From an optimization exercise on the open Yosys and OpenROAD flow, aimed at small area, a short achievable clock period and few clock cycles per item; shortcuts taken in it are not production practice. Where RTL was checked, it was by simulation tests only, not by an equivalence proof against the original. Power is estimated from default activity; no workload was simulated.

==> flow/design.v <==
`default_nettype none
package fetch_pkg;
	localparam int ADDR_WIDTH = 32;
	localparam int BUS_WIDTH = 64;
	localparam int INSN_WIDTH = 32;
	localparam int INSNS_PER_WORD = BUS_WIDTH / INSN_WIDTH;
	localparam int WORD_LSB = 3;
	localparam int FETCH_LIMIT = 8;
	localparam int LGFIFO = 3;
	localparam int LGDEPTH = LGFIFO + 4;
	typedef logic [ADDR_WIDTH-1:0] addr_t;
	typedef logic [BUS_WIDTH-1:0] bus_word_t;
	typedef logic [INSN_WIDTH-1:0] insn_t;
	typedef logic [LGDEPTH:0] depth_t;
	typedef logic [LGDEPTH-1:0] fill_t;
	typedef enum logic [1:0] {
		RESP_OKAY   = 2'b00,
		RESP_EXOKAY = 2'b01,
		RESP_SLVERR = 2'b10,
		RESP_DECERR = 2'b11
	} axi_resp_e;
endpackage
`default_nettype wire
`default_nettype none
module axil_fetch #(
	parameter int K = 3
) (
	input  logic S_AXI_ACLK,
	input  logic fifo_reset,
	input  logic i_new_pc,
	input  fetch_pkg::addr_t i_pc,
	input  logic i_ready,
	output fetch_pkg::insn_t o_insn,
	output fetch_pkg::addr_t o_pc,
	output logic o_valid,
	output logic o_illegal,
	output logic M_AXI_ARVALID,
	input  logic M_AXI_ARREADY,
	output fetch_pkg::addr_t M_AXI_ARADDR,
	input  logic M_AXI_RVALID,
	output logic M_AXI_RREADY,
	input  fetch_pkg::bus_word_t M_AXI_RDATA,
	input  logic [1:0] M_AXI_RRESP
);
	localparam int CW = $clog2(K + 1);
	logic active;
	logic [31:3] rq_addr;
	logic stale_hold;
	logic arv_ok, arv_spec;
	logic [3:0] inflight, inflight_n;
	logic [3:0] drop, drop_n;
	logic drop_zero, drop_zero_n;
	logic [CW-1:0] used, used_n;
	logic [63:0] buf_data [K];
	logic buf_err [K];
	logic [K-1:0] wr_oh, rd_oh, wr_oh_n, rd_oh_n;
	logic [CW-1:0] fcount, fcount_n;
	logic [K-1:0] wsel;
	logic acc, acc_live, acc_stale, ar_held;
	logic hold_q;
	logic ar_np;
	logic [31:3] ar_w;
	logic keep, fempty, nl, can_take;
	logic take, load, avail, free, pop, push;
	logic o_valid_n, o_illegal_n, spec_n;
	logic room_n, full_n, choke_n;
	logic src_err;
	logic [31:0] lane;
	assign M_AXI_RREADY = 1'b1;
	assign M_AXI_ARADDR = { ar_w, 3'b000 };
	assign fempty = (fcount == 0);
	assign nl = o_pc[2] ^ o_valid;
	assign can_take = o_valid && !o_illegal;
	assign take = can_take && i_ready;
	assign load = !o_valid || take;
	assign keep = M_AXI_RVALID && drop_zero;
	assign avail = !fempty || keep;
	assign free = load && avail && nl;
	assign pop = load && nl && !fempty;
	assign push = keep && !(fempty && load && nl);
	always_comb
	begin
		lane = '0;
		src_err = fempty && M_AXI_RRESP[1];
		if (fempty && !nl)
			lane = lane | M_AXI_RDATA[31:0];
		if (fempty && nl)
			lane = lane | M_AXI_RDATA[63:32];
		for (int i = 0; i < K; i++)
		begin
			if (!fempty && rd_oh[i] && !nl)
				lane = lane | buf_data[i][31:0];
			if (!fempty && rd_oh[i] && nl)
				lane = lane | buf_data[i][63:32];
			if (!fempty && rd_oh[i])
				src_err = src_err | buf_err[i];
		end
	end
	assign ar_np = i_new_pc && !hold_q;
	assign M_AXI_ARVALID = arv_ok || (arv_spec && i_ready) || (ar_np && !inflight[3]);
	assign ar_w = ar_np ? i_pc[31:3] : rq_addr;
	assign acc = M_AXI_ARVALID && M_AXI_ARREADY;
	assign acc_stale = acc && (stale_hold || (i_new_pc && hold_q));
	assign acc_live = acc && !acc_stale;
	assign ar_held = M_AXI_ARVALID && !M_AXI_ARREADY;
	always_ff @(posedge S_AXI_ACLK)
	begin
		if (acc_live)
			rq_addr <= ar_w + 1'b1;
		else if (i_new_pc && !(hold_q && !M_AXI_ARREADY))
			rq_addr <= i_pc[31:3];
		else if (acc_stale)
			rq_addr <= o_pc[31:3];
	end
	logic [3:0] inflight_up, inflight_dn, drop_up, drop_dn;
	logic [CW-1:0] used_up, used_dn, fcount_up, fcount_dn;
	logic [K-1:0] wr_rot, rd_rot;
	logic rv_stale;
	assign inflight_up = inflight + 1'b1;
	assign inflight_dn = inflight - 1'b1;
	assign drop_up = drop + 1'b1;
	assign drop_dn = drop - 1'b1;
	assign used_up = used + 1'b1;
	assign used_dn = used - 1'b1;
	assign fcount_up = fcount + 1'b1;
	assign fcount_dn = fcount - 1'b1;
	assign wr_rot = { wr_oh[K-2:0], wr_oh[K-1] };
	assign rd_rot = { rd_oh[K-2:0], rd_oh[K-1] };
	assign rv_stale = M_AXI_RVALID && !drop_zero;
	always_comb
	begin
		case ({ acc, M_AXI_RVALID })
		2'b10: inflight_n = inflight_up;
		2'b01: inflight_n = inflight_dn;
		default: inflight_n = inflight;
		endcase
		if (i_new_pc)
		begin
			drop_n = inflight_n - 4'(acc_live);
			drop_zero_n = (inflight == 0 && acc_stale == M_AXI_RVALID)
				|| (inflight == 1 && !acc_stale && M_AXI_RVALID);
		end
		else
		begin
			case ({ acc_stale, rv_stale })
			2'b10: drop_n = drop_up;
			2'b01: drop_n = drop_dn;
			default: drop_n = drop;
			endcase
			drop_zero_n = !acc_stale && (drop_zero || (drop == 1 && M_AXI_RVALID));
		end
		case ({ acc_live, free })
		2'b10: used_n = used_up;
		2'b01: used_n = used_dn;
		default: used_n = used;
		endcase
		if (i_new_pc)
			used_n = CW'(acc_live);
		case ({ push, pop })
		2'b10: fcount_n = fcount_up;
		2'b01: fcount_n = fcount_dn;
		default: fcount_n = fcount;
		endcase
		wr_oh_n = push ? wr_rot : wr_oh;
		rd_oh_n = pop ? rd_rot : rd_oh;
		if (i_new_pc)
		begin
			fcount_n = '0;
			wr_oh_n = K'(1);
			rd_oh_n = K'(1);
		end
		if (i_new_pc)
		begin
			o_valid_n = 1'b0;
			o_illegal_n = 1'b0;
		end
		else
		begin
			o_valid_n = load ? avail : o_valid;
			o_illegal_n = load ? (avail && src_err) : o_illegal;
		end
		spec_n = !i_new_pc && (!fempty || keep)
			&& (load ? (!nl && !src_err) : (!o_illegal && nl));
		if (i_new_pc)
		begin
			room_n = 1'b1;
			full_n = 1'b0;
			if (K == 1 && acc_live)
			begin
				room_n = 1'b0;
				full_n = 1'b1;
			end
		end
		else if (acc_live && !free)
		begin
			room_n = (used < CW'(K - 1));
			full_n = (used == CW'(K - 1));
		end
		else if (free && !acc_live)
		begin
			room_n = 1'b1;
			full_n = 1'b0;
		end
		else
		begin
			room_n = (used < CW'(K));
			full_n = (used == CW'(K));
		end
		if (i_new_pc)
		begin
			if (acc_stale && !M_AXI_RVALID)
				choke_n = inflight_up[3];
			else if (!acc_stale && M_AXI_RVALID)
				choke_n = inflight_dn[3];
			else
				choke_n = inflight[3];
		end
		else
		begin
			if (acc_stale && !rv_stale)
				choke_n = drop_up[3];
			else if (!acc_stale && rv_stale)
				choke_n = drop_dn[3];
			else
				choke_n = drop[3];
		end
	end
	always_ff @(posedge S_AXI_ACLK)
	begin
		if (fifo_reset)
		begin
			inflight <= '0;
			drop <= '0;
			drop_zero <= 1'b1;
			used <= '0;
			active <= 1'b0;
			stale_hold <= 1'b0;
			hold_q <= 1'b0;
			arv_ok <= 1'b0;
			arv_spec <= 1'b0;
			wr_oh <= K'(1);
			rd_oh <= K'(1);
			fcount <= '0;
			wsel <= K'(1);
			o_valid <= 1'b0;
			o_illegal <= 1'b0;
		end
		else
		begin
			inflight <= inflight_n;
			drop <= drop_n;
			drop_zero <= drop_zero_n;
			used <= used_n;
			if (i_new_pc)
				active <= 1'b1;
			hold_q <= ar_held;
			if (i_new_pc)
				stale_hold <= hold_q && !M_AXI_ARREADY;
			else if (acc)
				stale_hold <= 1'b0;
			arv_ok <= ar_held || ((active || i_new_pc) && !choke_n && room_n);
			arv_spec <= !ar_held && (active || i_new_pc) && !choke_n && full_n
				&& spec_n;
			wr_oh <= wr_oh_n;
			rd_oh <= rd_oh_n;
			fcount <= fcount_n;
			wsel <= drop_zero_n ? wr_oh_n : '0;
			o_valid <= o_valid_n;
			o_illegal <= o_illegal_n;
		end
	end
	always_ff @(posedge S_AXI_ACLK)
	begin
		for (int i = 0; i < K; i++)
		begin
			if (M_AXI_RVALID && wsel[i])
			begin
				buf_data[i] <= M_AXI_RDATA;
				buf_err[i] <= M_AXI_RRESP[1];
			end
		end
	end
	always_ff @(posedge S_AXI_ACLK)
	begin
		if (load)
			o_insn <= { lane[7:0], lane[15:8], lane[23:16], lane[31:24] };
	end
	always_ff @(posedge S_AXI_ACLK)
	begin
		if (i_new_pc)
			o_pc <= i_pc;
		else if (take)
			o_pc <= { o_pc[31:2] + 1'b1, 2'b00 };
	end
endmodule
`default_nettype wire
export LEC_CHECK = 0
export CAP_MARGIN = 20
export CORE_MARGIN = 2
export CORE_UTILIZATION = 40
export CTS_CLUSTER_DIAMETER = 60
export CTS_CLUSTER_SIZE = 30
export SETUP_SLACK_MARGIN = 2.0
export SLEW_MARGIN = 20
create_clock -name core_clock -period 4.0 [get_ports {S_AXI_ACLK}]
standard.sh (not shown) runs the stock make flow with config.mk's settings and CLKGATE_MAP_FILE= SYNTH_SCRIPT=/design/flow/synth_recipe.tcl, a recipe that flattens the netlist after the stock synthesis.
==> flow/flow/run.sh <==
#!/bin/bash
set -euo pipefail
bash standard.sh "BUFFER_PORTS_ARGS=-buffer_cell sky130_fd_sc_hd__buf_1" finish > standard_flow.log 2>&1
Rerun with:
--- a/flow/design.v
+++ b/flow/design.v
@@ -58,7 +58,4 @@
 	logic [K-1:0] wsel;
 	logic acc, acc_live, acc_stale, ar_held;
-	logic hold_q;
-	logic ar_np;
-	logic [31:3] ar_w;
 	logic keep, fempty, nl, can_take;
 	logic take, load, avail, free, pop, push;
@@ -68,5 +65,5 @@
 	logic [31:0] lane;
 	assign M_AXI_RREADY = 1'b1;
-	assign M_AXI_ARADDR = { ar_w, 3'b000 };
+	assign M_AXI_ARADDR = { rq_addr, 3'b000 };
 	assign fempty = (fcount == 0);
 	assign nl = o_pc[2] ^ o_valid;
@@ -97,19 +94,15 @@
 		end
 	end
-	assign ar_np = i_new_pc && !hold_q;
-	assign M_AXI_ARVALID = arv_ok || (arv_spec && i_ready) || (ar_np && !inflight[3]);
-	assign ar_w = ar_np ? i_pc[31:3] : rq_addr;
+	assign M_AXI_ARVALID = arv_ok || (arv_spec && i_ready);
 	assign acc = M_AXI_ARVALID && M_AXI_ARREADY;
-	assign acc_stale = acc && (stale_hold || (i_new_pc && hold_q));
+	assign acc_stale = acc && (stale_hold || i_new_pc);
 	assign acc_live = acc && !acc_stale;
 	assign ar_held = M_AXI_ARVALID && !M_AXI_ARREADY;
 	always_ff @(posedge S_AXI_ACLK)
 	begin
-		if (acc_live)
-			rq_addr <= ar_w + 1'b1;
-		else if (i_new_pc && !(hold_q && !M_AXI_ARREADY))
+		if (i_new_pc && !ar_held)
 			rq_addr <= i_pc[31:3];
-		else if (acc_stale)
-			rq_addr <= o_pc[31:3];
+		else if (acc)
+			rq_addr <= stale_hold ? o_pc[31:3] : rq_addr + 1'b1;
 	end
 	logic [3:0] inflight_up, inflight_dn, drop_up, drop_dn;
@@ -137,7 +130,7 @@
 		if (i_new_pc)
 		begin
-			drop_n = inflight_n - 4'(acc_live);
-			drop_zero_n = (inflight == 0 && acc_stale == M_AXI_RVALID)
-				|| (inflight == 1 && !acc_stale && M_AXI_RVALID);
+			drop_n = inflight_n;
+			drop_zero_n = (inflight == 0 && acc == M_AXI_RVALID)
+				|| (inflight == 1 && !acc && M_AXI_RVALID);
 		end
 		else
@@ -156,5 +149,5 @@
 		endcase
 		if (i_new_pc)
-			used_n = CW'(acc_live);
+			used_n = '0;
 		case ({ push, pop })
 		2'b10: fcount_n = fcount_up;
@@ -186,9 +179,4 @@
 			room_n = 1'b1;
 			full_n = 1'b0;
-			if (K == 1 && acc_live)
-			begin
-				room_n = 1'b0;
-				full_n = 1'b1;
-			end
 		end
 		else if (acc_live && !free)
@@ -209,7 +197,7 @@
 		if (i_new_pc)
 		begin
-			if (acc_stale && !M_AXI_RVALID)
+			if (acc && !M_AXI_RVALID)
 				choke_n = inflight_up[3];
-			else if (!acc_stale && M_AXI_RVALID)
+			else if (!acc && M_AXI_RVALID)
 				choke_n = inflight_dn[3];
 			else
@@ -236,5 +224,4 @@
 			active <= 1'b0;
 			stale_hold <= 1'b0;
-			hold_q <= 1'b0;
 			arv_ok <= 1'b0;
 			arv_spec <= 1'b0;
@@ -254,7 +241,6 @@
 			if (i_new_pc)
 				active <= 1'b1;
-			hold_q <= ar_held;
 			if (i_new_pc)
-				stale_hold <= hold_q && !M_AXI_ARREADY;
+				stale_hold <= ar_held;
 			else if (acc)
 				stale_hold <= 1'b0;
The new run completed with no timing, DRC or antenna violations. Total power fell by a little under a tenth. Routed wire length fell by about a fifth. Via count fell by roughly a tenth. Utilization fell by 7.1 points. First-iteration DRC count fell by a few percent. Die area fell by a few percent. Sequential power is about the same. Synthesized cell count fell slightly. Worst setup slack gets better by 550 ps. Cell area fell by roughly a tenth. Non-clock buffer count fell by 97.
Testbench counts after the change, summed over its fixed seeds: cycles 70,312, insns 52,201.
For the first run of this note, only the layout was checked, not whether the RTL still works.

## afterwards: timing with drivers on the ports
The results above use ideal ports. As a check the final layouts listed here were re-extracted and re-timed, cells and wires unchanged. Step 1 (the two cells are an assumption about what drives the block):
set clk [get_ports {S_AXI_ACLK}]
set_driving_cell -lib_cell sky130_fd_sc_hd__clkbuf_16 $clk
set_driving_cell -lib_cell sky130_fd_sc_hd__buf_2 [delete_from_list [all_inputs] $clk]
Step 2 adds t to the input delays and takes it off the output delays; t is the mean of the earliest and latest rising clock arrival at the registers after step 1. Input paths then give back, and output paths get back, about the clock's delay inside the block. Three values: ideal ports, drivers, drivers and shift; two values: the first two.
run	shift t [ns]	slack for setup (ns)	worst register clock-pin slew, ns	worst slew at a driven data input, ns	pins driven straight from the clock port
the first run	0.620	1.348 / 1.300 / 0.908	0.09 / 0.09	0.09	1
the second run	0.607	1.893 / 1.840 / 1.419	0.09 / 0.09	0.09	1
After both steps setup and hold are still met in every run listed. The setup slack of the second run, which loses most, moves by -0.053 ns with the drivers and by -0.474 ns with both steps.
